This design comes from an exercise in tuning for small area, a short achievable clock period and few clock cycles on the open sky130 flow, not from production work. In this exercise RTL edits were held to simulation tests only and were not proved equivalent to the original.

before:
## complex_divider
module complex_divider
(
  input  logic             clk,
  input  logic             rst_n,
  input  logic             in_valid,
  output logic             in_ready,
  input  logic [NUM_W-1:0] num_real,
  input  logic [NUM_W-1:0] num_imag,
  input  logic [DEN_W-1:0] den_real,
  input  logic [DEN_W-1:0] den_imag,
  output logic             out_valid,
  input  logic             out_ready,
  output logic [NUM_W-1:0] quo_real,
  output logic [NUM_W-1:0] quo_imag,
  output logic             div_zero,
  output logic             sat
);
  localparam logic [15:0] ROWREG = 16'hFFFF;
  logic adv;
  assign in_ready = adv;
  logic               v0;
  logic signed [15:0] nr, ni;
  logic signed [7:0]  dr, di;
  always_ff @(posedge clk or negedge rst_n) begin
    if (!rst_n)   v0 <= 1'b0;
    else if (adv) v0 <= in_valid;
  end
  always_ff @(posedge clk) begin
    if (adv) begin
      nr <= num_real;
      ni <= num_imag;
      dr <= den_real;
      di <= den_imag;
    end
  end
  logic signed [4:0]  drl, dil;
  logic signed [3:0]  drh, dih;
  logic signed [20:0] pl_c, ph_c, ql_c, qh_c;
  logic        [15:0] d_c;
  assign drl  = {1'b0, dr[3:0]};
  ...
Size in the first run: about 1500 flip-flops.
export LEC_CHECK = 0
export CAP_MARGIN = 20
export CORE_MARGIN = 2
export CORE_UTILIZATION = 40
export SETUP_SLACK_MARGIN = 5
export SLEW_MARGIN = 20
create_clock -name core_clock -period 9.0 [get_ports {clk}]
run.sh (not shown) runs the stock make flow with config.mk's settings and CLKGATE_MAP_FILE= SYNTH_SCRIPT=/design/flow/synth_recipe.tcl, a recipe that flattens the netlist after the stock synthesis.
Testbench counts of before, summed over its fixed seeds: cycles 2,560.
--- input diff before..after ---
Settings: SETUP_SLACK_MARGIN no longer set, was 5.
==> comparison <==
after was carried through to the last stage, and its layout satisfied the timing, design-rule and antenna checks.
before: PASS, flow complete, no timing, DRC or antenna violations
Taking before as the reference, in after number of buffers inserted to repair setup after CTS lower; wire length per cell after detailed routing went down; worst setup margin -0.97 ns; wire length lower; clock network area share increased 0.28 points.
Comparing initial antenna violation count for after and before, the bigger number came from before.
Reported for after and before, basic-gate share of the synthesized area counting and, or, nand and nor cells turned out identical to the last digit.
before reports its endpoint of the worst setup timing path as d1_q[15] while after reports ql_q[20].

## job 104
Another version of the RTL of complex_divider (not shown whole).
Size: about 7800 cells after synthesis, ~1000 flip-flops, ~80000 sq um of cells after synthesis.
Settings: LEC_CHECK=0, CAP_MARGIN=20, CORE_MARGIN=2, CORE_UTILIZATION=65, SETUP_SLACK_MARGIN=5, SLEW_MARGIN=20; clock period 9.0 ns.
Every stage of the flow completed for job 104, and the final layout passed the timing, design-rule and antenna checks.
Testbench counts of job 104, summed over its fixed seeds: cycles 2,488.
Edits applied to the flow inputs when going from job 104 to job 105:
# job 104
export LEC_CHECK = 0
export CAP_MARGIN = 20
export CORE_MARGIN = 2
export CORE_UTILIZATION = 65
export SETUP_SLACK_MARGIN = 5
export SLEW_MARGIN = 20
create_clock -name core_clock -period 9.0 [get_ports {clk}]
# job 105
export LEC_CHECK = 0
export CAP_MARGIN = 20
export CORE_MARGIN = 2
export CORE_UTILIZATION = 40
export SETUP_SLACK_MARGIN = 5
export SLEW_MARGIN = 20
create_clock -name core_clock -period 9.0 [get_ports {clk}]
Every stage of the flow completed for job 105, and the final layout passed the timing, design-rule and antenna checks.
Looking only at final antenna diode count, and setting everything else aside, the lower value of job 105 and job 104 goes to job 105.
Between job 105 and job 104, the worst reg-to-reg setup slack figures differ only marginally.
When job 105 is set beside job 104, its number of setup buffers added after CTS turns out to be 9 larger.
| wire length | job 105 vs job 104 | 4.2% higher |
Side by side, sequential share of layout area turned out lower in job 105 than in job 104.
Job 105 — combined global-route utilization of all metal layers 12 points lower, job 104 as reference
In job 105, the total via count in the routed design came out 1239 below the value in job 104.

Another version of the RTL of complex_divider (not shown whole).
Size in the first run: ~7,200 cells after synthesis, roughly 0.080 mm² of cells after synthesis.
Settings: LEC_CHECK=0, CAP_MARGIN=5, CORE_MARGIN=2, CORE_UTILIZATION=65, SETUP_SLACK_MARGIN=5, SLEW_MARGIN=5; clock period 9.0 ns.
The first run finished clean.
Testbench counts at the start, summed over its fixed seeds: cycles 2,488.
Next try:
--- a/flow/config.mk
+++ b/flow/config.mk
@@ -8 +8 @@
-export CAP_MARGIN = 5
+export CAP_MARGIN = 20
@@ -12 +12 @@
-export SLEW_MARGIN = 5
+export SLEW_MARGIN = 20
Cell area hardly moves; utilization is about the same; global-route usage does not change; worst hold slack is about the same; synthesized area does not change; via count barely changes; worst setup slack got worse by 8.0 ps; count of clock-buffer cells in the layout is unchanged; maximum frequency is about the same; die area is unchanged.
Next try:
--- a/flow/config.mk
+++ b/flow/config.mk
@@ -10,0 +11 @@
+export CTS_BUF_LIST = sky130_fd_sc_hd__clkbuf_4 sky130_fd_sc_hd__clkbuf_8
After rerunning:
- The new run completed with no timing, DRC or antenna violations
- maximum frequency hardly moves
- global-route usage rises by 0.20 points
- critical path depth climbs by 1

==> static timing again, ports no longer ideal <==
Ports are ideal in the flow. The routed layouts listed here were re-timed in OpenROAD. Step 1 assumes that a clkbuf_16 drives the clock port and a buf_2 every other input. Step 2 times the ports against the registers' clock, not the clock port: input delays grow and output delays shrink by t, the midpoint of the rising clock arrivals with the driver on. Slacks: ideal ports / drivers / drivers and shift; pairs: ideal ports / drivers.
run	t, ns	setup WS [ns]	worst data-port slew with drivers (ns)
before	0.891	3.311 / 3.311 / 3.311	0.07
after	0.891	2.346 / 2.346 / 2.346	0.07
job 104	0.799	5.052 / 5.052 / 5.052	0.05
job 105	0.850	5.055 / 5.043 / 5.055	0.04
the first run of note 3	0.792	5.092 / 5.092 / 5.092	0.05
the second run of note 3	0.792	5.084 / 5.084 / 5.084	0.05
the third run of note 3	0.989	5.079 / 5.079 / 5.079	0.05
After both steps setup and hold are still met in every run listed.
